Source: an optimization exercise on an open RTL-to-GDS flow (aim: small area and a short achievable clock period). Production flows keep margins and buffers that such runs may drop.
In this exercise RTL edits were held to simulation tests only and were not proved equivalent to the original.
Power and IR drop assume default switching activity.

## P
// rvv_backend_mulmac_lanes
module rvv_backend_mulmac_lanes #(
  parameter int unsigned NUM_LANE = 2,
  parameter int unsigned LAT      = 3,
  parameter int unsigned OP_W     = 32,
  parameter int unsigned TAG_W    = 6
) (
  input  logic                               clk,
  input  logic                               rst,
  input  logic                               trap_flush_rvv,
  input  logic [$clog2(NUM_LANE+1)-1:0]      rs2ex_fifo_cnt,
  input  logic [NUM_LANE*OP_W-1:0]           rs2ex_uop_a,
  input  logic [NUM_LANE*OP_W-1:0]           rs2ex_uop_b,
  input  logic [NUM_LANE-1:0]                rs2ex_uop_signed,
  input  logic [NUM_LANE*TAG_W-1:0]          rs2ex_uop_tag,
  output logic [NUM_LANE-1:0]                ex2rs_fifo_pop,
  output logic [NUM_LANE-1:0]                ex2rob_valid,
  output logic [NUM_LANE*2*OP_W-1:0]         ex2rob_result,
  output logic [NUM_LANE*TAG_W-1:0]          ex2rob_tag,
  input  logic [NUM_LANE-1:0]                rob2ex_ready
);
  localparam int unsigned RES_W = 2 * OP_W;
  localparam int unsigned LO_W  = 17;
  localparam int unsigned HI_W  = RES_W - LO_W;
  logic [NUM_LANE-1:0] lane_rdy;
  logic [NUM_LANE-1:0] pop;
  logic [NUM_LANE-1:0] head_vld;
  rvv_mulmac_pop u_pop (
    .cnt   (rs2ex_fifo_cnt),
    .flush (trap_flush_rvv),
    .rst   (rst),
    .vld   (head_vld),
    .ready (rob2ex_ready),
    .pop   (pop)
  );
  assign ex2rs_fifo_pop = pop;
  ...
Size: ~5,100 cells after synthesis, ~560 flip-flops, roughly 290 I/O pins.
Settings: LEC_CHECK=0, CAP_MARGIN=20, CORE_MARGIN=2, CORE_UTILIZATION=70, SLEW_MARGIN=20, SYNTH_HIERARCHICAL=1, SYNTH_MINIMUM_KEEP_SIZE=0; clock period 11.5 ns.
standard.sh (not shown) runs the stock make flow with config.mk's settings and CLKGATE_MAP_FILE= SYNTH_SCRIPT=/design/flow/synth_recipe.tcl, a recipe that flattens the netlist after the stock synthesis.
==> flow/flow/run.sh <==
#!/bin/bash
# The standard ORFS layout (standard.sh, unchanged synthesis), with two changes to how
# the layout is optimised: the setup repair aims for a larger slack margin, and the port
# buffers are plain buffers (buf_2) rather than delay buffers. The SDC is the standard flow's.
set -euo pipefail
bash standard.sh SETUP_SLACK_MARGIN=6.4 "BUFFER_PORTS_ARGS=-buffer_cell sky130_fd_sc_hd__buf_2" finish > standard_flow.log 2>&1
The flow did not stop early for P: all stages ran, and the layout cleared the timing, design-rule and antenna checks.
Input-level comparison between Q and P:
- swapping 70 for 80 in CORE_UTILIZATION
- putting CTS_BUF_LIST at sky130_fd_sc_hd__clkbuf_4 sky130_fd_sc_hd__clkbuf_8 where nothing was set
==> flow/flow/run.sh <==
#!/bin/bash
# The standard ORFS layout (standard.sh, unchanged synthesis), with two changes to how
# the layout is optimised: the setup repair aims for a larger slack margin, and the port
# buffers are plain buffers (buf_1) rather than delay buffers. The SDC is the standard flow's.
set -euo pipefail
bash standard.sh SETUP_SLACK_MARGIN=6.4 "BUFFER_PORTS_ARGS=-buffer_cell sky130_fd_sc_hd__buf_1" finish > standard_flow.log 2>&1
Findings:
- From P to Q the numbers moved as follows: worst slack after detailed placement fell by 0.055 ns; clock buffer count in the final layout grew by about 80%; placed cell area now sits lower.
- Across both runs, CTS H-tree depth was higher for Q than for P.
- Largest net degree at the start of global routing sits lower in Q than in P.
- Comparing number of nets in the layout for P and Q, the bigger number came from Q.
- When Q is measured against P, its worst hold margin turns out 0.031 ns higher.
- In terms of final period utilization, Q and P differ only marginally.
- On Q: clock group total power is 14% lower than what P gave.
- Diff P -> Q | relative area of non-clock buffer cells in the final design | decrease of 0.50 points
- As far as post-route worst setup slack is concerned, Q and P perform about the same.
> inputs changed (Q -> R)
- CORE_UTILIZATION changed from 80 to 70
- CTS_BUF_LIST changed from sky130_fd_sc_hd__clkbuf_4 sky130_fd_sc_hd__clkbuf_8 to sky130_fd_sc_hd__clkbuf_4
- CTS_CLUSTER_SIZE newly set to 20
-- flow/flow/run.sh --
<<< Q, line 6
bash standard.sh SETUP_SLACK_MARGIN=6.4 "BUFFER_PORTS_ARGS=-buffer_cell sky130_fd_sc_hd__buf_1" finish > standard_flow.log 2>&1
>>> R, line 6
bash standard.sh SETUP_SLACK_MARGIN=6.6 "BUFFER_PORTS_ARGS=-buffer_cell sky130_fd_sc_hd__buf_1" finish > standard_flow.log 2>&1
In terms of area after synthesis, R and Q differ only marginally.
Area growth from synthesis to final layout sits higher in R than in Q.
| combinational power | Q vs R | ≈ equal |
On proportion of power drawn by the clock network: between R and Q, it ends up higher for R.
R ends up with a critical path depth that is 1 lower than in Q.

what the ideal ports hide:
The results above use ideal ports. As a check the final layouts listed here were re-extracted and re-timed, cells and wires unchanged. Step 1 sets driving cells, clkbuf_16 on the clock port and buf_2 on the other inputs (assumed; they add their load-dependent delay and slew). Step 2 times the ports against the registers' clock, not the clock port: input delays grow and output delays shrink by t, the midpoint of the rising clock arrivals with the driver on. Three values: no drivers, after step 1, after step 2; two values: the first two.
run	t (ns)	slack for setup (ns)	worst hold slack (ns)	slew at the worst register clock pin (ns)	cell pins on the clock port's net
P	0.760	6.320 / 6.278 / 6.256	0.367 / 0.367 / 0.367	0.09 / 0.09	1
Q	0.803	6.319 / 6.292 / 6.292	0.398 / 0.398 / 0.398	0.08 / 0.08	1
R	1.094	6.312 / 6.264 / 6.264	0.388 / 0.388 / 0.388	0.08 / 0.08	1
After both steps setup and hold are still met in every run listed. For P, which loses most, drivers alone change the setup slack by -0.042 ns; drivers and shift together by -0.064 ns.
